From an optimization exercise on the open Yosys and OpenROAD flow, aimed at small area, a short achievable clock period and few clock cycles; shortcuts taken in it are not production practice. No functional check of the RTL was part of any run shown here. No activity file was given, so power comes from the tool's default toggle rates.

--- design/flow/design.v ---
`default_nettype none
package ipdc_pkg;
	localparam int unsigned IMG_DIM          = 8;
	localparam int unsigned WIN_DIM          = 4;
	localparam int unsigned IMG_PIXELS       = IMG_DIM * IMG_DIM;
	localparam int unsigned WIN_PIXELS       = WIN_DIM * WIN_DIM;
	localparam int unsigned MAX_ORIGIN_COORD = IMG_DIM - WIN_DIM;
	localparam int unsigned ZOOM_ORIGIN      = 2 * IMG_DIM + 2;
	localparam int unsigned CHROMA_OFFSET    = 1024;
	typedef logic [7:0] channel_t;
	typedef struct packed {
		channel_t b;
		channel_t g;
		channel_t r;
	} pixel_t;
	typedef logic [5:0] pix_addr_t;
	typedef logic [3:0] win_idx_t;
	typedef enum logic [2:0] {
		OP_LOAD    = 3'd0,
		OP_RIGHT   = 3'd1,
		OP_DOWN    = 3'd2,
		OP_DEFAULT = 3'd3,
		OP_ZOOM    = 3'd4,
		OP_MEDIAN  = 3'd5,
		OP_YCBCR   = 3'd6,
		OP_RGB     = 3'd7
	} op_mode_e;
endpackage
`default_nettype wire
`default_nettype none
module image_buffer (
	input  logic             i_clk,
	input  logic             i_wr0,       
	input  logic             i_wr32,      
	input  ipdc_pkg::pixel_t i_wr_data,
	input  logic [3:0]       i_tap,       
	output ipdc_pkg::pixel_t o_tap_data
);
	logic [23:0] ring [64];
	always_ff @(posedge i_clk) begin
		ring[0]  <= i_wr0  ? i_wr_data : ring[63];
		ring[32] <= i_wr32 ? i_wr_data : ring[31];
		for (int p = 1; p < 64; p++) begin
			if (p != 32) ring[p] <= ring[p-1];
		end
	end
	always_comb begin
		o_tap_data = '0;
		for (int k = 0; k < 16; k++) begin
			o_tap_data = o_tap_data | (ring[4*k] & {24{i_tap == 4'(k)}});
		end
	end
endmodule
`default_nettype wire
`default_nettype none
module window_origin (
	input  logic [2:0] i_op,
	input  logic [2:0] i_row,
	input  logic [2:0] i_col,
	output logic [2:0] o_row,
	output logic [2:0] o_col
);
	always_comb begin
		o_row = i_row;
		o_col = i_col;
		case (i_op)
			3'd1: if (i_col != 3'd4) o_col = i_col + 3'd1;
			3'd2: if (i_row != 3'd4) o_row = i_row + 3'd1;
			3'd3: begin o_row = 3'd0; o_col = 3'd0; end
			3'd4: begin o_row = 3'd2; o_col = 3'd2; end
			default: ;
		endcase
	end
endmodule
`default_nettype wire
`default_nettype none
module op_ctrl (
	input  logic             i_clk,
	input  logic             i_rst_n,
	input  logic             i_op_valid,
	input  logic [2:0]       i_op_mode,
	input  logic             i_in_valid,
	input  ipdc_pkg::pixel_t i_in_data,
	output logic             o_in_ready,
	output logic             o_wr0,
	output logic             o_wr32,
	output ipdc_pkg::pixel_t o_wr_data,
	output logic             o_rd_valid,    
	output logic             o_rd_pix,      
	output logic             o_rd_ycc,      
	output logic [3:0]       o_tap,
	output logic             o_img_valid    
);
	logic        rdy;
	logic        ld_act;
	logic        ld_go;
	logic        img_valid;
	logic [5:0]  pcnt;
	logic [5:0]  ph;
	logic [5:0]  u;          
	logic [5:0]  sd;         
	logic        pv;
	logic        pv0;
	logic        pvlast;
	logic        pw32;
	logic [23:0] pd;
	logic        xv;
	logic        yv;
	logic [2:0]  xm;
	logic [2:0]  ym;
	logic        seq_act;
	logic [3:0]  n;
	logic [3:0]  tap;
	logic        s1_v;
	logic        s1_pix;
	logic        s1_ycc;
	logic        ymode;
	logic [2:0]  org_r;
	logic [2:0]  org_c;
	logic        op_acc;
	logic        pix_acc;
	logic        enq;
	logic        p_last;
	logic [2:0]  nr;
	logic [2:0]  nc;
	logic        h_disp;
	logic        h_mode;
	logic        h_load;
	logic        aligned;
	logic [3:0]  tap0;
	logic        start;
	logic        pop;
	logic        w0;
	logic        xv_n;
	logic        yv_n;
	logic        ld_act_n;
	logic        ld_go_n;
	logic        pix_rdy;
	logic        safe0;
	assign op_acc  = i_op_valid & rdy & ~ld_act;
	assign pix_acc = i_in_valid & rdy & ld_act;
	assign enq     = op_acc & (i_op_mode != 3'd5);    
	assign p_last  = pcnt == 6'd63;
	assign w0      = pv & pv0;                         
	window_origin u_window_origin (
		.i_op  (xm),
		.i_row (org_r),
		.i_col (org_c),
		.o_row (nr),
		.o_col (nc)
	);
	assign h_disp = (xm != 3'd0) & ~xm[2] | (xm == 3'd4);
	assign h_mode = xm[2] & xm[1];
	assign h_load = xm == 3'd0;
	always_comb begin
		aligned = 1'b0;
		tap0    = u[5:2];
		case (xm)
			3'd1: begin
				if (org_c != 3'd4) begin
					aligned = u[1:0] == 2'd0;
					tap0    = u[5:2];
				end else begin
					aligned = u[1:0] == 2'd3;
					tap0    = u[5:2] + 4'd1;
				end
			end
			3'd2: begin
				aligned = u[1:0] == 2'd3;
				tap0    = (org_r != 3'd4) ? u[5:2] - 4'd1 : u[5:2] + 4'd1;
			end
			3'd3: begin
				aligned = ph[1:0] == 2'd3;
				tap0    = ph[5:2] + 4'd1;
			end
			3'd4: begin
				aligned = ph[1:0] == 2'd1;
				tap0    = {ph[5:4] - 2'd1, ph[3:2]};
			end
			default: ;
		endcase
	end
	assign start = xv & ~seq_act & h_disp & aligned;
	assign pop   = start | (xv & h_load) | (xv & ~seq_act & h_mode);
	assign xv_n = pop ? (yv | enq) : (xv | enq);
	assign yv_n = pop ? (yv & enq) : (yv | (xv & enq));
	assign ld_act_n = ld_act ? ~(pix_acc & p_last) : (op_acc & (i_op_mode == 3'd0));
	assign ld_go_n  = ld_act_n & (ld_go | (pop & h_load));
	always_comb begin
		logic [4:0] tc;
		logic [1:0] c;
		logic [1:0] q;
		c     = n[3:2];
		q     = n[1:0];
		tc    = (q == 2'd0) ? {4'(tap - 4'd1), 1'b0} : {tap, 1'b0};
		safe0 = 1'b1;
		if (seq_act) begin
			for (int d = 0; d < 4; d++) begin
				if (d <= 3 - int'(c)) begin
					if (!((int'(tc) < 2 * d) || (int'(tc) >= 4 * d + ((q < 2'd2) ? 1 : 0)))) begin
						safe0 = 1'b0;
					end
				end
			end
		end
	end
	always_comb begin
		if (!ld_go_n) begin
			pix_rdy = 1'b0;
		end else if (pix_acc) begin
			pix_rdy = 1'b1;
		end else if (pcnt == 6'd0) begin
			pix_rdy = safe0;
		end else begin
			pix_rdy = ~seq_act & ~w0 & (sd[4:0] == 5'd29);
		end
	end
	always_ff @(posedge i_clk or negedge i_rst_n) begin
		if (!i_rst_n) begin
			rdy       <= 1'b1;
			ld_act    <= 1'b0;
			ld_go     <= 1'b0;
			img_valid <= 1'b0;
			pcnt      <= '0;
			ph        <= '0;
			u         <= '0;
			sd        <= '0;
			pv        <= 1'b0;
			pv0       <= 1'b0;
			pvlast    <= 1'b0;
			pw32      <= 1'b0;
			xv        <= 1'b0;
			yv        <= 1'b0;
			xm        <= '0;
			ym        <= '0;
			seq_act   <= 1'b0;
			n         <= '0;
			tap       <= '0;
			s1_v      <= 1'b0;
			s1_pix    <= 1'b0;
			s1_ycc    <= 1'b0;
			ymode     <= 1'b0;
			org_r     <= '0;
			org_c     <= '0;
		end else begin
			rdy       <= ld_act_n ? pix_rdy : ~yv_n;
			ld_act    <= ld_act_n;
			ld_go     <= ld_go_n;
			img_valid <= img_valid | pvlast;
			pcnt      <= pcnt + 6'(pix_acc);
			ph        <= w0 ? 6'd0 : ph + 6'd1;
			if (w0) begin
				u <= 6'd0 - {org_r, org_c};
			end else if (start) begin
				u <= {tap0, 2'b00};
			end else begin
				u <= u + 6'd1;
			end
			if (w0) begin
				sd <= pix_acc ? 6'd62 : 6'd63;
			end else if (!pix_acc) begin
				sd <= sd + 6'd1;
			end
			pv        <= pix_acc;
			pv0       <= pix_acc & (pcnt == 6'd0);
			pvlast    <= pix_acc & p_last;
			pw32      <= pix_acc & (pcnt != 6'd0) & ~w0 & (sd == 6'd30);
			xv        <= xv_n;
			yv        <= yv_n;
			xm        <= pop ? (yv ? ym : i_op_mode) : (xv ? xm : i_op_mode);
			ym        <= (yv & ~pop) ? ym : i_op_mode;
			if (start) begin
				seq_act <= 1'b1;
				n       <= 4'd1;
				tap     <= tap0;
				s1_v    <= 1'b1;
				s1_pix  <= 1'b1;
				s1_ycc  <= ymode;
				org_r   <= nr;
				org_c   <= nc;
			end else if (seq_act) begin
				s1_v    <= 1'b1;
				n       <= n + 4'd1;
				if (n == 4'd15) seq_act <= 1'b0;
				if (n[1:0] == 2'd0) tap <= tap - 4'd1;
			end else if (pop && h_mode) begin
				s1_v    <= 1'b1;
				s1_pix  <= 1'b0;
				ymode   <= ~xm[0];
			end else if (pvlast) begin
				s1_v    <= 1'b1;
				s1_pix  <= 1'b0;
			end else begin
				s1_v    <= 1'b0;
			end
		end
	end
	always_ff @(posedge i_clk) begin
		pd <= i_in_data;
	end
	assign o_in_ready  = rdy;
	assign o_wr0       = pv & ~pw32;
	assign o_wr32      = pv & pw32;
	assign o_wr_data   = pd;
	assign o_rd_valid  = s1_v;
	assign o_rd_pix    = s1_pix;
	assign o_rd_ycc    = s1_ycc & s1_pix;
	assign o_tap       = tap;
	assign o_img_valid = img_valid;
endmodule
`default_nettype wire
`default_nettype none
module color_output (
	input  logic             i_clk,
	input  logic             i_rst_n,
	input  logic             i_valid,
	input  logic             i_ycc,      
	input  ipdc_pkg::pixel_t i_pixel,
	output logic             o_out_valid,
	output ipdc_pkg::pixel_t o_out_data
);
	logic [7:0] r;
	logic [7:0] g;
	logic [7:0] b;
	logic [7:0] rn;
	logic [7:0] gn;
	logic [7:0] bn;
	logic [8:0] y_a;
	logic [8:0] y_b;
	logic       y_c;
	logic [8:0] s3_y_a;
	logic [8:0] s3_y_b;
	logic       s3_y_c;
	logic [8:0] y_s;
	logic [8:0] cb_a;
	logic [8:0] cb_b;
	logic       cb_c;
	logic [8:0] s3_cb_a;
	logic [8:0] s3_cb_b;
	logic       s3_cb_c;
	logic [8:0] cb_s;
	logic [8:0] cr_a;
	logic [8:0] cr_b;
	logic       cr_c;
	logic [8:0] s3_cr_a;
	logic [8:0] s3_cr_b;
	logic       s3_cr_c;
	logic [8:0] cr_s;
	logic t1;
	logic t2;
	logic t3;
	logic t4;
	logic t5;
	logic t6;
	logic t7;
	logic t8;
	logic t9;
	logic t10;
	logic t11;
	logic t12;
	logic t13;
	logic t14;
	logic t15;
	logic t16;
	logic t17;
	logic t18;
	logic t19;
	logic t20;
	logic t21;
	logic t22;
	logic t23;
	logic t24;
	logic t25;
	logic t26;
	logic t27;
	logic t28;
	logic t29;
	logic t30;
	logic t31;
	logic t32;
	logic t33;
	logic t34;
	logic t35;
	logic t36;
	logic t37;
	logic t38;
	logic t39;
	logic t40;
	logic t41;
	logic t42;
	logic t43;
	logic t44;
	logic t45;
	logic t46;
	logic t47;
	logic t48;
	logic t49;
	logic t50;
	logic t51;
	logic t52;
	logic t53;
	logic t54;
	logic t55;
	logic t56;
	logic t57;
	logic t58;
	logic t59;
	logic t60;
	logic t61;
	logic t62;
	logic t63;
	logic t64;
	logic t65;
	logic t66;
	logic t67;
	logic t68;
	logic t69;
	logic t70;
	logic t71;
	logic t72;
	logic t73;
	logic t74;
	logic t75;
	logic t76;
	logic t77;
	logic t78;
	logic t79;
	logic t80;
	logic t81;
	logic t82;
	logic t83;
	logic t84;
	logic t85;
	logic t86;
	logic t87;
	logic t88;
	logic t89;
	logic t90;
	logic t91;
	logic t92;
	logic t93;
	logic t94;
	logic t95;
	logic t96;
	logic t97;
	logic t98;
	logic t99;
	logic t100;
	logic t101;
	logic t102;
	logic t103;
	logic t104;
	logic t105;
	logic t106;
	logic t107;
	logic t108;
	logic t109;
	logic t110;
	logic t111;
	logic t112;
	logic t113;
	logic t114;
	logic t115;
	logic t116;
	logic t117;
	logic t118;
	logic t119;
	logic t120;
	logic t121;
	logic t122;
	logic t123;
	logic t124;
	logic t125;
	logic t126;
	logic t127;
	logic t128;
	logic t129;
	logic t130;
	logic t131;
	logic t132;
	logic t133;
	logic t134;
	logic t135;
	logic t136;
	logic t137;
	logic t138;
	logic t139;
	logic t140;
	logic t141;
	logic t142;
	logic t143;
	logic t144;
	logic t145;
	logic t146;
	logic t147;
	logic t148;
	logic t149;
	logic t150;
	logic t151;
	logic t152;
	logic t153;
	logic t154;
	logic t155;
	logic t156;
	logic t157;
	logic t158;
	logic t159;
	logic t160;
	logic t161;
	logic t162;
	logic t163;
	logic t164;
	logic t165;
	logic t166;
	logic t167;
	logic t168;
	logic t169;
	logic t170;
	logic t171;
	logic t172;
	logic t173;
	logic t174;
	logic t175;
	logic t176;
	logic t177;
	logic t178;
	logic t179;
	logic t180;
	logic t181;
	logic t182;
	logic t183;
	logic t184;
	logic t185;
	logic t186;
	logic t187;
	logic t188;
	logic t189;
	logic t190;
	logic t191;
	logic t192;
	logic t193;
	logic t194;
	logic t195;
	logic t196;
	logic t197;
	logic t198;
	logic t199;
	logic t200;
	logic t201;
	logic t202;
	logic t203;
	logic t204;
	logic t205;
	logic t206;
	logic t207;
	logic t208;
	logic t209;
	logic t210;
	logic t211;
	logic t212;
	logic t213;
	logic t214;
	logic t215;
	logic t216;
	logic t217;
	logic t218;
	logic t219;
	logic t220;
	logic t221;
	logic t222;
	logic t223;
	logic t224;
	logic t225;
	logic t226;
	logic t227;
	logic t228;
	logic t229;
	logic t230;
	logic t231;
	logic t232;
	logic t233;
	logic t234;
	logic t235;
	logic t236;
	logic t237;
	logic t238;
	logic t239;
	logic t240;
	logic t241;
	logic t242;
	logic t243;
	logic t244;
	logic t245;
	logic t246;
	logic t247;
	logic t248;
	logic t249;
	logic t250;
	logic t251;
	logic t252;
	logic t253;
	logic t254;
	logic t255;
	logic t256;
	logic t257;
	logic t258;
	logic t259;
	logic t260;
	logic t261;
	logic t262;
	logic t263;
	logic t264;
	logic t265;
	logic t266;
	logic t267;
	logic t268;
	logic t269;
	logic t270;
	logic t271;
	logic t272;
	logic t273;
	logic t274;
	logic t275;
	logic t276;
	logic t277;
	logic t278;
	logic t279;
	logic t280;
	logic t281;
	logic t282;
	logic t283;
	logic t284;
	logic t285;
	logic t286;
	logic t287;
	logic t288;
	logic t289;
	logic t290;
	logic t291;
	logic t292;
	logic t293;
	logic t294;
	logic t295;
	logic t296;
	logic t297;
	logic t298;
	logic t299;
	logic t300;
	logic t301;
	logic t302;
	logic t303;
	logic t304;
	logic t305;
	logic t306;
	logic t307;
	logic t308;
	logic t309;
	logic t310;
	logic t311;
	logic t312;
	logic t313;
	logic t314;
	logic t315;
	logic t316;
	logic t317;
	logic t318;
	logic t319;
	logic t320;
	logic t321;
	logic t322;
	logic t323;
	logic t324;
	logic t325;
	logic t326;
	logic t327;
	logic t328;
	logic t329;
	logic t330;
	logic t331;
	logic t332;
	logic t333;
	assign r  = i_pixel[7:0];
	assign g  = i_pixel[15:8];
	assign b  = i_pixel[23:16];
	assign rn = ~r;
	assign gn = ~g;
	assign bn = ~b;
	always_comb begin
		t1 = r[1] ^ g[0];
		t2 = r[1] & g[0];
		t3 = r[2] ^ g[1];
		t4 = r[2] & g[1];
		t5 = r[3] ^ g[2];
		t6 = r[3] & g[2];
		t7 = r[4] ^ g[3];
		t8 = r[4] & g[3];
		t9 = r[5] ^ g[4];
		t10 = r[5] & g[4];
		t11 = r[6] ^ g[5];
		t12 = r[6] & g[5];
		t13 = t1 ^ g[2];
		t14 = t1 & g[2];
		t15 = t2 ^ t3 ^ g[3];
		t16 = (t2 & t3) | (t2 & g[3]) | (t3 & g[3]);
		t17 = t4 ^ t5 ^ g[4];
		t18 = (t4 & t5) | (t4 & g[4]) | (t5 & g[4]);
		t19 = t6 ^ t7 ^ g[5];
		t20 = (t6 & t7) | (t6 & g[5]) | (t7 & g[5]);
		t21 = t8 ^ t9 ^ g[6];
		t22 = (t8 & t9) | (t8 & g[6]) | (t9 & g[6]);
		t23 = t10 ^ t11 ^ g[7];
		t24 = (t10 & t11) | (t10 & g[7]) | (t11 & g[7]);
		t25 = t12 ^ r[7] ^ g[6];
		t26 = (t12 & r[7]) | (t12 & g[6]) | (r[7] & g[6]);
		t27 = r[0] & g[1];
		t28 = r[0] ^ g[1];
		t29 = t13 & 1'b1;
		t30 = t13 ^ 1'b1;
		t31 = t28 & g[0];
		t32 = t29 | (t30 & t27);
		t33 = t30 & t28;
		y_a = {1'b0, 1'b0, t26, t24, t22, t20, t18, t16, t14};
		y_b = {1'b0, 1'b0, g[7], t25, t23, t21, t19, t17, t15};
		y_c = t32;
		t34 = b[0] ^ rn[2];
		t35 = b[0] & rn[2];
		t36 = b[1] ^ rn[3];
		t37 = b[1] & rn[3];
		t38 = b[2] ^ rn[4];
		t39 = b[2] & rn[4];
		t40 = b[3] ^ rn[5];
		t41 = b[3] & rn[5];
		t42 = b[4] ^ rn[6];
		t43 = b[4] & rn[6];
		t44 = b[5] ^ rn[7];
		t45 = b[5] & rn[7];
		t46 = b[6] ^ gn[7];
		t47 = b[6] & gn[7];
		t48 = rn[1] ^ gn[0];
		t49 = rn[1] & gn[0];
		t50 = ~(t34 ^ gn[1]);
		t51 = t34 | gn[1];
		t52 = t35 ^ t36 ^ gn[2];
		t53 = (t35 & t36) | (t35 & gn[2]) | (t36 & gn[2]);
		t54 = t37 ^ t38 ^ gn[3];
		t55 = (t37 & t38) | (t37 & gn[3]) | (t38 & gn[3]);
		t56 = t39 ^ t40 ^ gn[4];
		t57 = (t39 & t40) | (t39 & gn[4]) | (t40 & gn[4]);
		t58 = t41 ^ t42 ^ gn[5];
		t59 = (t41 & t42) | (t41 & gn[5]) | (t42 & gn[5]);
		t60 = t43 ^ t44 ^ gn[6];
		t61 = (t43 & t44) | (t43 & gn[6]) | (t44 & gn[6]);
		t62 = ~(t45 ^ t46);
		t63 = t45 | t46;
		t64 = t47 ^ b[7];
		t65 = t47 & b[7];
		t66 = rn[0] & 1'b1;
		t67 = rn[0] ^ 1'b1;
		t68 = t48 & 1'b1;
		t69 = t48 ^ 1'b1;
		t70 = t49 & t50;
		t71 = t49 ^ t50;
		t72 = t68 | (t69 & t66);
		t73 = t69 & t67;
		t74 = t70 | (t71 & t68);
		t75 = t71 & t69;
		t76 = t74 | (t75 & t66);
		cb_a = {1'b0, t65, t63, t61, t59, t57, t55, t53, t51};
		cb_b = {1'b0, 1'b0, t64, t62, t60, t58, t56, t54, t52};
		cb_c = t76;
		t77 = r[1] ^ gn[2];
		t78 = r[1] & gn[2];
		t79 = r[2] ^ gn[3];
		t80 = r[2] & gn[3];
		t81 = r[3] ^ gn[4];
		t82 = r[3] & gn[4];
		t83 = r[4] ^ gn[5];
		t84 = r[4] & gn[5];
		t85 = r[5] ^ gn[6];
		t86 = r[5] & gn[6];
		t87 = r[0] ^ gn[1];
		t88 = r[0] & gn[1];
		t89 = t77 ^ gn[3] ^ bn[3];
		t90 = (t77 & gn[3]) | (t77 & bn[3]) | (gn[3] & bn[3]);
		t91 = t78 ^ t79 ^ gn[4];
		t92 = (t78 & t79) | (t78 & gn[4]) | (t79 & gn[4]);
		t93 = t80 ^ t81 ^ gn[5];
		t94 = (t80 & t81) | (t80 & gn[5]) | (t81 & gn[5]);
		t95 = t82 ^ t83 ^ gn[6];
		t96 = (t82 & t83) | (t82 & gn[6]) | (t83 & gn[6]);
		t97 = t84 ^ t85 ^ gn[7];
		t98 = (t84 & t85) | (t84 & gn[7]) | (t85 & gn[7]);
		t99 = t86 ^ r[6];
		t100 = t86 & r[6];
		t101 = gn[0] ^ gn[1];
		t102 = gn[0] & gn[1];
		t103 = t87 ^ gn[2] ^ bn[2];
		t104 = (t87 & gn[2]) | (t87 & bn[2]) | (gn[2] & bn[2]);
		t105 = ~(t88 ^ t89);
		t106 = t88 | t89;
		t107 = t90 ^ t91 ^ bn[4];
		t108 = (t90 & t91) | (t90 & bn[4]) | (t91 & bn[4]);
		t109 = t92 ^ t93 ^ bn[5];
		t110 = (t92 & t93) | (t92 & bn[5]) | (t93 & bn[5]);
		t111 = t94 ^ t95 ^ bn[6];
		t112 = (t94 & t95) | (t94 & bn[6]) | (t95 & bn[6]);
		t113 = t96 ^ t97 ^ bn[7];
		t114 = (t96 & t97) | (t96 & bn[7]) | (t97 & bn[7]);
		t115 = t98 ^ t99 ^ gn[7];
		t116 = (t98 & t99) | (t98 & gn[7]) | (t99 & gn[7]);
		t117 = t100 ^ r[7];
		t118 = t100 & r[7];
		t119 = gn[0] & bn[0];
		t120 = gn[0] ^ bn[0];
		t121 = t101 & bn[1];
		t122 = t101 ^ bn[1];
		t123 = t102 & t103;
		t124 = t102 ^ t103;
		t125 = t121 | (t122 & t119);
		t126 = t122 & t120;
		t127 = t123 | (t124 & t121);
		t128 = t124 & t122;
		t129 = t127 | (t128 & t119);
		cr_a = {1'b0, t118, t116, t114, t112, t110, t108, t106, t104};
		cr_b = {1'b0, 1'b0, t117, t115, t113, t111, t109, t107, t105};
		cr_c = t129;
	end
	logic s3_v;
	always_ff @(posedge i_clk or negedge i_rst_n) begin
		if (!i_rst_n) begin
			s3_v        <= 1'b0;
			o_out_valid <= 1'b0;
		end else begin
			s3_v        <= i_valid;
			o_out_valid <= s3_v;
		end
	end
	always_ff @(posedge i_clk) begin
		s3_y_a <= i_ycc ? y_a : {1'b0, r};
		s3_y_b <= i_ycc ? y_b : 9'd0;
		s3_y_c <= i_ycc & y_c;
		s3_cb_a <= i_ycc ? cb_a : {1'b0, g};
		s3_cb_b <= i_ycc ? cb_b : 9'd0;
		s3_cb_c <= i_ycc & cb_c;
		s3_cr_a <= i_ycc ? cr_a : {1'b0, b};
		s3_cr_b <= i_ycc ? cr_b : 9'd0;
		s3_cr_c <= i_ycc & cr_c;
	end
	always_comb begin
		t130 = s3_y_a[0] & s3_y_b[0];
		t131 = s3_y_a[0] ^ s3_y_b[0];
		t132 = s3_y_a[1] & s3_y_b[1];
		t133 = s3_y_a[1] ^ s3_y_b[1];
		t134 = s3_y_a[2] & s3_y_b[2];
		t135 = s3_y_a[2] ^ s3_y_b[2];
		t136 = s3_y_a[3] & s3_y_b[3];
		t137 = s3_y_a[3] ^ s3_y_b[3];
		t138 = s3_y_a[4] & s3_y_b[4];
		t139 = s3_y_a[4] ^ s3_y_b[4];
		t140 = s3_y_a[5] & s3_y_b[5];
		t141 = s3_y_a[5] ^ s3_y_b[5];
		t142 = s3_y_a[6] & s3_y_b[6];
		t143 = s3_y_a[6] ^ s3_y_b[6];
		t144 = s3_y_a[7] & s3_y_b[7];
		t145 = s3_y_a[7] ^ s3_y_b[7];
		t146 = s3_y_a[8] & s3_y_b[8];
		t147 = s3_y_a[8] ^ s3_y_b[8];
		t148 = t130 | (t131 & s3_y_c);
		t149 = t132 | (t133 & t130);
		t150 = t133 & t131;
		t151 = t134 | (t135 & t132);
		t152 = t135 & t133;
		t153 = t136 | (t137 & t134);
		t154 = t137 & t135;
		t155 = t138 | (t139 & t136);
		t156 = t139 & t137;
		t157 = t140 | (t141 & t138);
		t158 = t141 & t139;
		t159 = t142 | (t143 & t140);
		t160 = t143 & t141;
		t161 = t144 | (t145 & t142);
		t162 = t145 & t143;
		t163 = t146 | (t147 & t144);
		t164 = t147 & t145;
		t165 = t149 | (t150 & s3_y_c);
		t166 = t151 | (t152 & t148);
		t167 = t153 | (t154 & t149);
		t168 = t154 & t150;
		t169 = t155 | (t156 & t151);
		t170 = t156 & t152;
		t171 = t157 | (t158 & t153);
		t172 = t158 & t154;
		t173 = t159 | (t160 & t155);
		t174 = t160 & t156;
		t175 = t161 | (t162 & t157);
		t176 = t162 & t158;
		t177 = t163 | (t164 & t159);
		t178 = t164 & t160;
		t179 = t167 | (t168 & s3_y_c);
		t180 = t169 | (t170 & t148);
		t181 = t171 | (t172 & t165);
		t182 = t173 | (t174 & t166);
		t183 = t175 | (t176 & t167);
		t184 = t176 & t168;
		t185 = t177 | (t178 & t169);
		t186 = t178 & t170;
		t187 = t183 | (t184 & s3_y_c);
		t188 = t185 | (t186 & t148);
		t189 = t131 ^ s3_y_c;
		t190 = t133 ^ t148;
		t191 = t135 ^ t165;
		t192 = t137 ^ t166;
		t193 = t139 ^ t179;
		t194 = t141 ^ t180;
		t195 = t143 ^ t181;
		t196 = t145 ^ t182;
		t197 = t147 ^ t187;
		y_s = {t197, t196, t195, t194, t193, t192, t191, t190, t189};
		t198 = s3_cb_a[0] & s3_cb_b[0];
		t199 = s3_cb_a[0] ^ s3_cb_b[0];
		t200 = s3_cb_a[1] & s3_cb_b[1];
		t201 = s3_cb_a[1] ^ s3_cb_b[1];
		t202 = s3_cb_a[2] & s3_cb_b[2];
		t203 = s3_cb_a[2] ^ s3_cb_b[2];
		t204 = s3_cb_a[3] & s3_cb_b[3];
		t205 = s3_cb_a[3] ^ s3_cb_b[3];
		t206 = s3_cb_a[4] & s3_cb_b[4];
		t207 = s3_cb_a[4] ^ s3_cb_b[4];
		t208 = s3_cb_a[5] & s3_cb_b[5];
		t209 = s3_cb_a[5] ^ s3_cb_b[5];
		t210 = s3_cb_a[6] & s3_cb_b[6];
		t211 = s3_cb_a[6] ^ s3_cb_b[6];
		t212 = s3_cb_a[7] & s3_cb_b[7];
		t213 = s3_cb_a[7] ^ s3_cb_b[7];
		t214 = s3_cb_a[8] & s3_cb_b[8];
		t215 = s3_cb_a[8] ^ s3_cb_b[8];
		t216 = t198 | (t199 & s3_cb_c);
		t217 = t200 | (t201 & t198);
		t218 = t201 & t199;
		t219 = t202 | (t203 & t200);
		t220 = t203 & t201;
		t221 = t204 | (t205 & t202);
		t222 = t205 & t203;
		t223 = t206 | (t207 & t204);
		t224 = t207 & t205;
		t225 = t208 | (t209 & t206);
		t226 = t209 & t207;
		t227 = t210 | (t211 & t208);
		t228 = t211 & t209;
		t229 = t212 | (t213 & t210);
		t230 = t213 & t211;
		t231 = t214 | (t215 & t212);
		t232 = t215 & t213;
		t233 = t217 | (t218 & s3_cb_c);
		t234 = t219 | (t220 & t216);
		t235 = t221 | (t222 & t217);
		t236 = t222 & t218;
		t237 = t223 | (t224 & t219);
		t238 = t224 & t220;
		t239 = t225 | (t226 & t221);
		t240 = t226 & t222;
		t241 = t227 | (t228 & t223);
		t242 = t228 & t224;
		t243 = t229 | (t230 & t225);
		t244 = t230 & t226;
		t245 = t231 | (t232 & t227);
		t246 = t232 & t228;
		t247 = t235 | (t236 & s3_cb_c);
		t248 = t237 | (t238 & t216);
		t249 = t239 | (t240 & t233);
		t250 = t241 | (t242 & t234);
		t251 = t243 | (t244 & t235);
		t252 = t244 & t236;
		t253 = t245 | (t246 & t237);
		t254 = t246 & t238;
		t255 = t251 | (t252 & s3_cb_c);
		t256 = t253 | (t254 & t216);
		t257 = t199 ^ s3_cb_c;
		t258 = t201 ^ t216;
		t259 = t203 ^ t233;
		t260 = t205 ^ t234;
		t261 = t207 ^ t247;
		t262 = t209 ^ t248;
		t263 = t211 ^ t249;
		t264 = t213 ^ t250;
		t265 = t215 ^ t255;
		cb_s = {t265, t264, t263, t262, t261, t260, t259, t258, t257};
		t266 = s3_cr_a[0] & s3_cr_b[0];
		t267 = s3_cr_a[0] ^ s3_cr_b[0];
		t268 = s3_cr_a[1] & s3_cr_b[1];
		t269 = s3_cr_a[1] ^ s3_cr_b[1];
		t270 = s3_cr_a[2] & s3_cr_b[2];
		t271 = s3_cr_a[2] ^ s3_cr_b[2];
		t272 = s3_cr_a[3] & s3_cr_b[3];
		t273 = s3_cr_a[3] ^ s3_cr_b[3];
		t274 = s3_cr_a[4] & s3_cr_b[4];
		t275 = s3_cr_a[4] ^ s3_cr_b[4];
		t276 = s3_cr_a[5] & s3_cr_b[5];
		t277 = s3_cr_a[5] ^ s3_cr_b[5];
		t278 = s3_cr_a[6] & s3_cr_b[6];
		t279 = s3_cr_a[6] ^ s3_cr_b[6];
		t280 = s3_cr_a[7] & s3_cr_b[7];
		t281 = s3_cr_a[7] ^ s3_cr_b[7];
		t282 = s3_cr_a[8] & s3_cr_b[8];
		t283 = s3_cr_a[8] ^ s3_cr_b[8];
		t284 = t266 | (t267 & s3_cr_c);
		t285 = t268 | (t269 & t266);
		t286 = t269 & t267;
		t287 = t270 | (t271 & t268);
		t288 = t271 & t269;
		t289 = t272 | (t273 & t270);
		t290 = t273 & t271;
		t291 = t274 | (t275 & t272);
		t292 = t275 & t273;
		t293 = t276 | (t277 & t274);
		t294 = t277 & t275;
		t295 = t278 | (t279 & t276);
		t296 = t279 & t277;
		t297 = t280 | (t281 & t278);
		t298 = t281 & t279;
		t299 = t282 | (t283 & t280);
		t300 = t283 & t281;
		t301 = t285 | (t286 & s3_cr_c);
		t302 = t287 | (t288 & t284);
		t303 = t289 | (t290 & t285);
		t304 = t290 & t286;
		t305 = t291 | (t292 & t287);
		t306 = t292 & t288;
		t307 = t293 | (t294 & t289);
		t308 = t294 & t290;
		t309 = t295 | (t296 & t291);
		t310 = t296 & t292;
		t311 = t297 | (t298 & t293);
		t312 = t298 & t294;
		t313 = t299 | (t300 & t295);
		t314 = t300 & t296;
		t315 = t303 | (t304 & s3_cr_c);
		t316 = t305 | (t306 & t284);
		t317 = t307 | (t308 & t301);
		t318 = t309 | (t310 & t302);
		t319 = t311 | (t312 & t303);
		t320 = t312 & t304;
		t321 = t313 | (t314 & t305);
		t322 = t314 & t306;
		t323 = t319 | (t320 & s3_cr_c);
		t324 = t321 | (t322 & t284);
		t325 = t267 ^ s3_cr_c;
		t326 = t269 ^ t284;
		t327 = t271 ^ t301;
		t328 = t273 ^ t302;
		t329 = t275 ^ t315;
		t330 = t277 ^ t316;
		t331 = t279 ^ t317;
		t332 = t281 ^ t318;
		t333 = t283 ^ t323;
		cr_s = {t333, t332, t331, t330, t329, t328, t327, t326, t325};
	end
	always_ff @(posedge i_clk) begin
		o_out_data[7:0]   <= y_s[8]  ? 8'hff : y_s[7:0];
		o_out_data[15:8]  <= cb_s[8] ? 8'hff : cb_s[7:0];
		o_out_data[23:16] <= cr_s[8] ? 8'hff : cr_s[7:0];
	end
endmodule
`default_nettype wire
`default_nettype none
module ipdc_top (
	input  logic             i_clk,
	input  logic             i_rst_n,
	input  logic             i_op_valid,
	input  logic [2:0]       i_op_mode,
	input  logic             i_in_valid,
	input  ipdc_pkg::pixel_t i_in_data,
	output logic             o_in_ready,
	output logic             o_out_valid,
	output ipdc_pkg::pixel_t o_out_data
);
	logic             wr0;
	logic             wr32;
	ipdc_pkg::pixel_t wr_data;
	logic             rd_valid;
	logic             rd_pix;
	logic             rd_ycc;
	logic [3:0]       tap;
	logic             img_valid;
	ipdc_pkg::pixel_t tap_data;
	logic             s2_v;
	logic             s2_ycc;
	ipdc_pkg::pixel_t s2_d;
	op_ctrl u_op_ctrl (
		.i_clk       (i_clk),
		.i_rst_n     (i_rst_n),
		.i_op_valid  (i_op_valid),
		.i_op_mode   (i_op_mode),
		.i_in_valid  (i_in_valid),
		.i_in_data   (i_in_data),
		.o_in_ready  (o_in_ready),
		.o_wr0       (wr0),
		.o_wr32      (wr32),
		.o_wr_data   (wr_data),
		.o_rd_valid  (rd_valid),
		.o_rd_pix    (rd_pix),
		.o_rd_ycc    (rd_ycc),
		.o_tap       (tap),
		.o_img_valid (img_valid)
	);
	image_buffer u_image_buffer (
		.i_clk      (i_clk),
		.i_wr0      (wr0),
		.i_wr32     (wr32),
		.i_wr_data  (wr_data),
		.i_tap      (tap),
		.o_tap_data (tap_data)
	);
	always_ff @(posedge i_clk or negedge i_rst_n) begin
		if (!i_rst_n) begin
			s2_v   <= 1'b0;
			s2_ycc <= 1'b0;
		end else begin
			s2_v   <= rd_valid;
			s2_ycc <= rd_ycc;
		end
	end
	always_ff @(posedge i_clk) begin
		s2_d <= (rd_pix & img_valid) ? tap_data : '0;
	end
	color_output u_color_output (
		.i_clk       (i_clk),
		.i_rst_n     (i_rst_n),
		.i_valid     (s2_v),
		.i_ycc       (s2_ycc),
		.i_pixel     (s2_d),
		.o_out_valid (o_out_valid),
		.o_out_data  (o_out_data)
	);
endmodule
`default_nettype wire
--- design/flow/run.sh ---
#!/bin/bash
# synth_recipe.tcl (not shown) runs the flow's synth.tcl, then flattens the netlist and writes it again
# the make line also repeats each setting of config.mk as NAME=value (left out here)
make -C /OpenROAD-flow-scripts/flow DESIGN_CONFIG=/design/flow/config.mk WORK_HOME=/design/flow/orfs CLKGATE_MAP_FILE= SYNTH_SCRIPT=/design/flow/synth_recipe.tcl finish
--- design/flow/config.mk ---
export PLATFORM = sky130hd
export DESIGN_NAME = ipdc_top
export DESIGN_NICKNAME = ipdc_top
export VERILOG_FILES = /design/flow/design.v
export SDC_FILE = /design/flow/constraint.sdc
export NUM_CORES = 4
export LEC_CHECK = 0
export CAP_MARGIN = 20
export CORE_MARGIN = 2
export CORE_UTILIZATION = 45
export PLACE_DENSITY = 0.6
export SETUP_SLACK_MARGIN = 3.0
export SLEW_MARGIN = 20
--- design/flow/constraint.sdc ---
create_clock -name core_clock -period 5.5 [get_ports {i_clk}]
set_input_delay 1.1000 -clock core_clock [delete_from_list [all_inputs] [get_ports {i_clk}]]
set_output_delay 1.1000 -clock core_clock [all_outputs]
set_load 0.01 [all_outputs]
==> out/metrics.yaml, run 1 <==
status: "complete, no violations"
finalClockSkew_ns: 0.0354
period_share_pct: 45.7
postPlaceCellArea_mm2: 0.0444
async_flop_share_pct: 3.66
most-common-layout-cells: "dfxtp_1 (1656), clkbuf_16 (161), nand2_1 (95)"
critPathMaxStageDelay_ns: 0.45
setup_tns_ns: 0
routed_wl_um: 84600
synth_ff_type: "dfxtp_1"
drc_errors: 0
grt_pass1_wl_um: 128000
yosysUniqueCellTypes: 77
cts_max_level: 4
area_growth_pct: 18.0
r2r_setup_slack_ns: 2.99
hp-class: "register to register"
synth_cells: 2783
yosysTopAreaCellShare_pct: 78.2
crit_chain: "inv_1, ha_4, buf_4, and3_4, buf_6, a22o_1, a221oi_1, and3_1, a31oi_1"
critical_path_class: "register to register"
setup_ws_ns: 2.99
nFillCells: 7623
cp_top_family: "buffers and inverters"
multi_input_area_mm2: 0.00709
drv_slew: 0
synth-seq-cells: 1719
worstSetupEndpointType: "register"
yosys.area_share.simple_pct: 3.59
fin_nets: 3106
finalWeightedCongestion: 0.836
die_y_um: 311
synth_edf_count: 0
syn_area_mm2: 0.0424
viasPerCell: 4.75
place_ws_ns: 2.30
reg2reg_to: "s2_d[10]"
cts-root-buf: "clkbuf_16"
hold_viol_final: 0
grt_max_degree: 69
startpoint_type: "register"
drtIter0Drc: 1497
design.core.area_mm2: 0.0933
die_w_um: 311
muxShareOfSynthArea_pct: 1.98
ant_nets: 0
grt_usage_pct: 17.4
hold_path_depth: 0
drv_cap: 0
finish.instance_area_mm2: 0.0500
clk_path_buf_depth: 3
cts_buffers: 157
ff_latch_area_mm2: 0.0347
dieArea_mm2: 0.0967
synthAdderAreaFrac_pct: 3.48
synth_xor_area_share_pct: 0.868
clk_pin_slew_worst_paths_ns: 0.06
cp_data_required_time_ns: 6.15
worst-path-max-fanout: 12
p_per_area_mw_per_mm2: 484
leakagePower_nw: 20.2
rsz0062_at_grt: "true"
fmax_mhz: 398
antenna_cells: 0
critPathArrivalTime_ns: 3.16
reg2reg_depth: 9
min-delay-start: "u_image_buffer.ring[35][11]"
synth_compound_area_share_pct: 6.54
dp_hpwl_um: 51800
portBuffers: 56
initial_core_util_pct: 45.4
clk_latency_ns: 0.75
grt_pass1_vias: 21300
setup_viol: 0
synthesis.nets: 2917
fin_total_pwr_w: 0.0242
post-route-util_pct: 53.6
ir_drop_v: 0.000275
cts_sinks: 1719
wl_per_cell_um: 19.4
mostFrequentLayoutCell: "dfxtp_1"
max-slew-margin-rel_pct: 46.6
drive_gt1_share_pct: 13.5
startpoint: "u_op_ctrl.tap[1]"
ys_seq_area_share_pct: 81.9
tritoncts: "yes"
firstDrtPassIters: 7
crit-reg2reg-launch: "u_op_ctrl.tap[1]"
synth_area_leaders: "dfxtp_1 (78%), dfrtp_1 (3.7%), ha_1 (2.3%)"
cpMaxStageDelayCell: "dfrtp_2"
yosys.area.top_type: "dfxtp_1"
antenna_found_initial: 1
pin_count: 57
cp_num_buf_inv: 3
min_period_ns: 2.51
grt-ovfl-total: 0
vias: 20700
worstMarginPinSlew_ns: 0.801
ys.warnings.count: 6
syn_avg_cell_area_um2: 15.2
holdPathEnd: "u_image_buffer.ring[36][11]"
synth_top_family_by_area: "compound AO/OA/AOI/OAI gates"
rows: 112
[metal layers]
metal	wire, um	share of wire (%)	track usage (%)
met4	1970	2.3	5.94
met5	0	0	0
met1	40400	48	24.2
met2	38300	45	27.3
met3	3930	4.6	3.52
[report_power, final]
part | internal, W | switching (W) | leakage, nW
sequential | 0.0128 | 0.000196 | 14.2
combinational | 0.000183 | 0.000198 | 3.48
clock | 0.00627 | 0.00461 | 2.61
[synth_stat cells (4+ instances only)]
cell       count
a22oi_1       62
or3_1          5
and3_1        24
nor2b_1       24
a222oi_1      19
fa_1          25
nor2_1        52
a211oi_1       5
xor2_1        20
nand2b_1      10
buf_1          5
dfxtp_1     1656
a221oi_1      37
a21oi_1       48
o21ai_0       49
xnor2_1       22
o22ai_1        4
a22o_1        47
clkbuf_1      34
inv_1         81
dfrtp_1       62
a2111oi_0      5
o31ai_1       11
a31oi_1       34
nand3_1       26
nand4_1        6
nor2_2         5
nand3b_1       4
ha_1          78
mux2_2        64
a32o_1         4
buf_2         34
and2_1        19
mux2i_1       12
buf_4          5
o21a_1         8
nand2_1       96
o21bai_1       5
nor3_1        14
[cells by family after synthesis]
logic type / count (synthesis)
AOI/OAI and AO/OA: 376
muxes: 76
adders and majority gates: 103
buffers and inverters: 162
DFF: 1719
xor gates and xnor gates: 42
and+or+nand+nor: 305
[state kept, by name, indices dropped and copies added, names as in the netlist, 7 cells and up]
signal	count
u_color_output.s3_cb_b	7
u_color_output.o_out_data	24
s2_d	24
u_color_output.s3_y_b	7
u_color_output.s3_y_a	8
u_image_buffer.ring	1536
u_color_output.s3_cb_a	8
u_op_ctrl.pd	24
u_color_output.s3_cr_b	7
u_color_output.s3_cr_a	8
[worst reg2reg max path, stage by stage (launching register included)]
cell      delay, ns
dfrtp_2        0.45
inv_1          0.18
ha_4           0.27
buf_4          0.31
and3_4         0.36
buf_6          0.26
a22o_1         0.20
a221oi_1       0.05
and3_1         0.16
a31oi_1        0.19
[repair_timing]
item,in CTS,in global routing
setup buffers,7,17
setup endpoints to repair,78,34
hold buffers,0,0
pin swaps,4,4
resized for setup,60,13
[final cells by class]
type / instances / area share (%)
clock buffers: 227 / 9.27
clock inverters: 57 / 1.41
inverters: 82 / 0.615
well taps: 1254 / 3.14
repair buffers: 110 / 1.93
multi-input cells: 902 / 14.2
flip-flops and latches: 1719 / 69.5
[per-stage QoR]
step	cells	hold slack, ns
6_report	4351	0.299
5_1_grt	4351	0.298
4_1_cts	4334	0.295
3_5_place_dp	4043	0.312
3_3_place_gp	4043	0.310
2_1_floorplan	2783	0.310
[how the worst max path moves through the flow]
stage	endpoint	slack, ns	depth (start not counted)
after floorplan	s2_d[20]	3.20	11
after detailed placement	s2_d[10]	2.30	9
final	s2_d[10]	2.99	9
after CTS	s2_d[10]	2.92	9
after global placement	s2_d[10]	2.46	9
after global routing	o_in_ready	2.92	1
==> inputs of run 2 (changes only) <==
--- a/design/flow/config.mk
+++ b/design/flow/config.mk
@@ -8,6 +8,6 @@
 export CAP_MARGIN = 20
 export CORE_MARGIN = 2
-export CORE_UTILIZATION = 45
-export PLACE_DENSITY = 0.6
+export CORE_UTILIZATION = 60
+export PLACE_DENSITY = 0.7
 export SETUP_SLACK_MARGIN = 3.0
 export SLEW_MARGIN = 20
==> out/metrics.yaml, run 2 <==
synth-seq-cells: 1719  # unchanged
drv_cap: 0  # unchanged
cts_hold_buf: 0  # unchanged
synth_edf_count: 0  # unchanged
wl_met3_um: 5300  # +35%
drv_slew: 0  # unchanged
initial_core_util_pct: 60.5  # +15 points
period_share_pct: 45.5  # -0.20 points
worstSetupPathDepth: 1  # -8
critPathArrivalTime_ns: 1.40  # -1.76 ns
min_period_ns: 2.50  # -0.0111 ns
vias: 21000  # +1.4%
drive_gt1_share_pct: 13.1  # -0.35 points
largest_reg_flops: 1536  # unchanged
cpMaxStageDelayCell: "dfstp_2"
yosys.area.top_type: "dfxtp_1"
ys.warnings.count: 6  # unchanged
grt_pass1_vias: 21400  # +0.73%
drc_errors: 0  # unchanged
area_growth_pct: 16.1
finalWeightedCongestion: 0.882  # +5.5%
critPathMaxStageDelay_ns: 0.56  # +0.11 ns
antenna_found_initial: 2  # +1
yosysUniqueCellTypes: 77  # unchanged
wl_per_cell_um: 21.0  # +8.1%
clk_path_buf_depth: 3  # unchanged
fin_nets: 3098  # -0.26%
topRoutingLayerUsed: "met4"
clk_latency_ns: 0.74  # about the same
yosysTopAreaCellShare_pct: 78.2  # unchanged
async_flop_share_pct: 3.66  # unchanged
nFillCells: 4509  # -41%
clk_pin_slew_worst_paths_ns: 0.06  # about the same
worst-path-max-fanout: 2  # -10
ys_top_cells_by_count: "dfxtp_1 (1656), nand2_1 (96), inv_1 (81)"
design.core.area_mm2: 0.0700  # -25%
setup_tns_ns: 0  # unchanged
dp_hpwl_um: 51500  # -0.66%
syn_avg_cell_area_um2: 15.2  # unchanged
regMostFlops: "u_image_buffer.ring"
synth_ff_type: "dfxtp_1"
pin_count: 57  # unchanged
die_w_um: 270  # -13%
hold_viol_final: 0  # unchanged
tritoncts: "yes"
cts_max_level: 4  # unchanged
ys_seq_area_share_pct: 81.9  # unchanged
reg2reg_depth: 7  # -2
cts_sinks: 1719  # unchanged
drtIter0Drc: 1804  # +21%
critical_path_class: "register to primary output"
hp-class: "register to register"
firstDrtPassIters: 6  # -1
synth_cells: 2783  # unchanged
fin_total_pwr_w: 0.0236  # -2.4%
grt_pass1_wl_um: 128000  # +0.10%
cts-root-buf: "clkbuf_16"
wl_met1_um: 37600  # -7.0%
synth_area_leaders: "dfxtp_1 (78%), dfrtp_1 (3.7%), ha_1 (2.3%)"
rsz0062_at_grt: "true"
p_per_area_mw_per_mm2: 480  # -0.85%
cp_num_buf_inv: 1  # -2
setup_viol: 0  # unchanged
startpoint_type: "register"
cp_top_family: "flip-flops"
synth.most_common_cell: "dfxtp_1"
mostFrequentLayoutCell: "dfxtp_1"
cts_buffers: 150  # -4.5%
syn_area_mm2: 0.0424  # unchanged
routed_wl_um: 84500  # about the same
portBuffers: 56  # unchanged
dr_wl_met2_um: 39500  # +3.0%
antenna_cells: 0  # unchanged
worstSetupEndpointType: "primary output"
ir_drop_v: 0.000383  # +39%
ant_nets: 0  # unchanged
viasPerCell: 5.22  # +9.7%
cp_data_required_time_ns: 4.40  # -1.75 ns
grt_max_degree: 69  # unchanged
crit_chain: "buf_6"
status: "complete, no violations"
rows: 97  # -13%
synthesis.nets: 2917  # unchanged
leakagePower_nw: 20.0  # -0.96%
max-slew-margin-rel_pct: 46.0  # -0.50 points
die_y_um: 270  # -13%
fmax_mhz: 400  # +0.44%
grt_usage_pct: 23.3  # +5.9 points
hold_path_depth: 0  # unchanged
finalClockSkew_ns: 0.0278  # -0.00759 ns
most-common-layout-cells: "dfxtp_1 (1656), clkbuf_16 (153), nand2_1 (94)"
worstMarginPinSlew_ns: 0.809  # +0.00802 ns
dieArea_mm2: 0.0728  # -25%
grt-ovfl-total: 0  # unchanged
## run 2: layout make-up
class | instances | area [um2] | area share [%]
Clock buffer | 215 | 4320 | 8.78
Clock inverter | 54 | 569 | 1.16
Inverter | 82 | 312 | 0.633
Multi-Input combinational cell | 902 | 7150 | 14.5
Sequential cell | 1719 | 34700 | 70.6
Tap cell | 940 | 1180 | 2.39
Timing Repair Buffer | 109 | 955 | 1.94
## run 2: power by group
part           leakage (nW)  switching [W]  internal [W]
registers              14.1       0.000198        0.0127
logic                  3.48       0.000193      0.000184
clock network          2.42        0.00442       0.00588
total                  20.0        0.00481        0.0188
## run 2: path summary, 6_finish.rpt
path,from,end,slack [ns]
setup / recovery,u_op_ctrl.rdy,o_in_ready,3.00
hold / removal,u_image_buffer.ring[39][11],u_image_buffer.ring[40][11],0.31
setup reg to reg,u_op_ctrl.tap[3],s2_d[2],3.05
hold reg to reg,u_image_buffer.ring[39][11],u_image_buffer.ring[40][11],0.31
max in group asynchronous,i_rst_n,u_op_ctrl.tap[2],4.33
min in group asynchronous,i_rst_n,u_op_ctrl.xv,0.54
## run 2: cell families after synthesis
kind of cell / synth area share [%]
flip-flops: 81.9
AO/OA/AOI/OAI: 6.54
multiplexers: 1.98
AND/OR/NAND/NOR: 3.59
adder cells (fa/ha/maj): 3.48
buffers and inverters: 1.61
XOR/XNOR: 0.868
## run 2: per-layer routing
metal  up-vias  GRT usage [%]
met5         -              0
met4         0           7.79
met3       168           5.04
met2       737           37.3
met1     10300           31.8
li1       9752              -
## run 2: timing repair
item                                    CTS  global route
pin swaps                                 3             5
resized for setup                        73            14
setup buffers                             5            19
endpoints found under the setup margin   79            42
gates cloned                              0             0
## run 2: stage by stage
step | cell area, um2 | hold WS, ns | setup slack, ns | utilization [%] | instances
floorplan | 42400 | 0.310 | 3.20 | - | 2783
global placement | 44000 | 0.310 | 2.28 | 62.8 | 3728
detailed placement | 44000 | 0.312 | 2.14 | 62.8 | 3728
CTS | 49000 | 0.312 | 2.96 | 70.0 | 4002
global route | 49200 | 0.319 | 2.96 | 70.3 | 4021
finish | 49200 | 0.309 | 3.00 | 70.3 | 4021

## what the ideal ports hide
The flow's constraints put no driver on any port. The routed layouts listed below were extracted and timed again, unchanged, in two steps. Step 1 sets driving cells, clkbuf_16 on the clock port and buf_2 on the other inputs (assumed; they add their load-dependent delay and slew). Step 2 moves the port delays by t, midway between the first and last clock arrival at a register: inputs arrive t later, outputs are due t later. That takes back most of the time a late clock gives input paths. Three values: no drivers, after step 1, after step 2; two values: the first two.
| run | shift t [ns] | setup WS [ns] | clock arrival spread, ns |
|---|---|---|---|
| run 1 | 0.802 | 2.989 / 2.926 / 2.506 | 0.039 / 0.038 |
| run 2 | 0.782 | 3.000 / 2.938 / 2.424 | 0.033 / 0.033 |
After both steps every run listed still meets setup and hold. The setup slack of run 2, which loses most, moves by -0.062 ns with the drivers and by -0.576 ns with both steps.
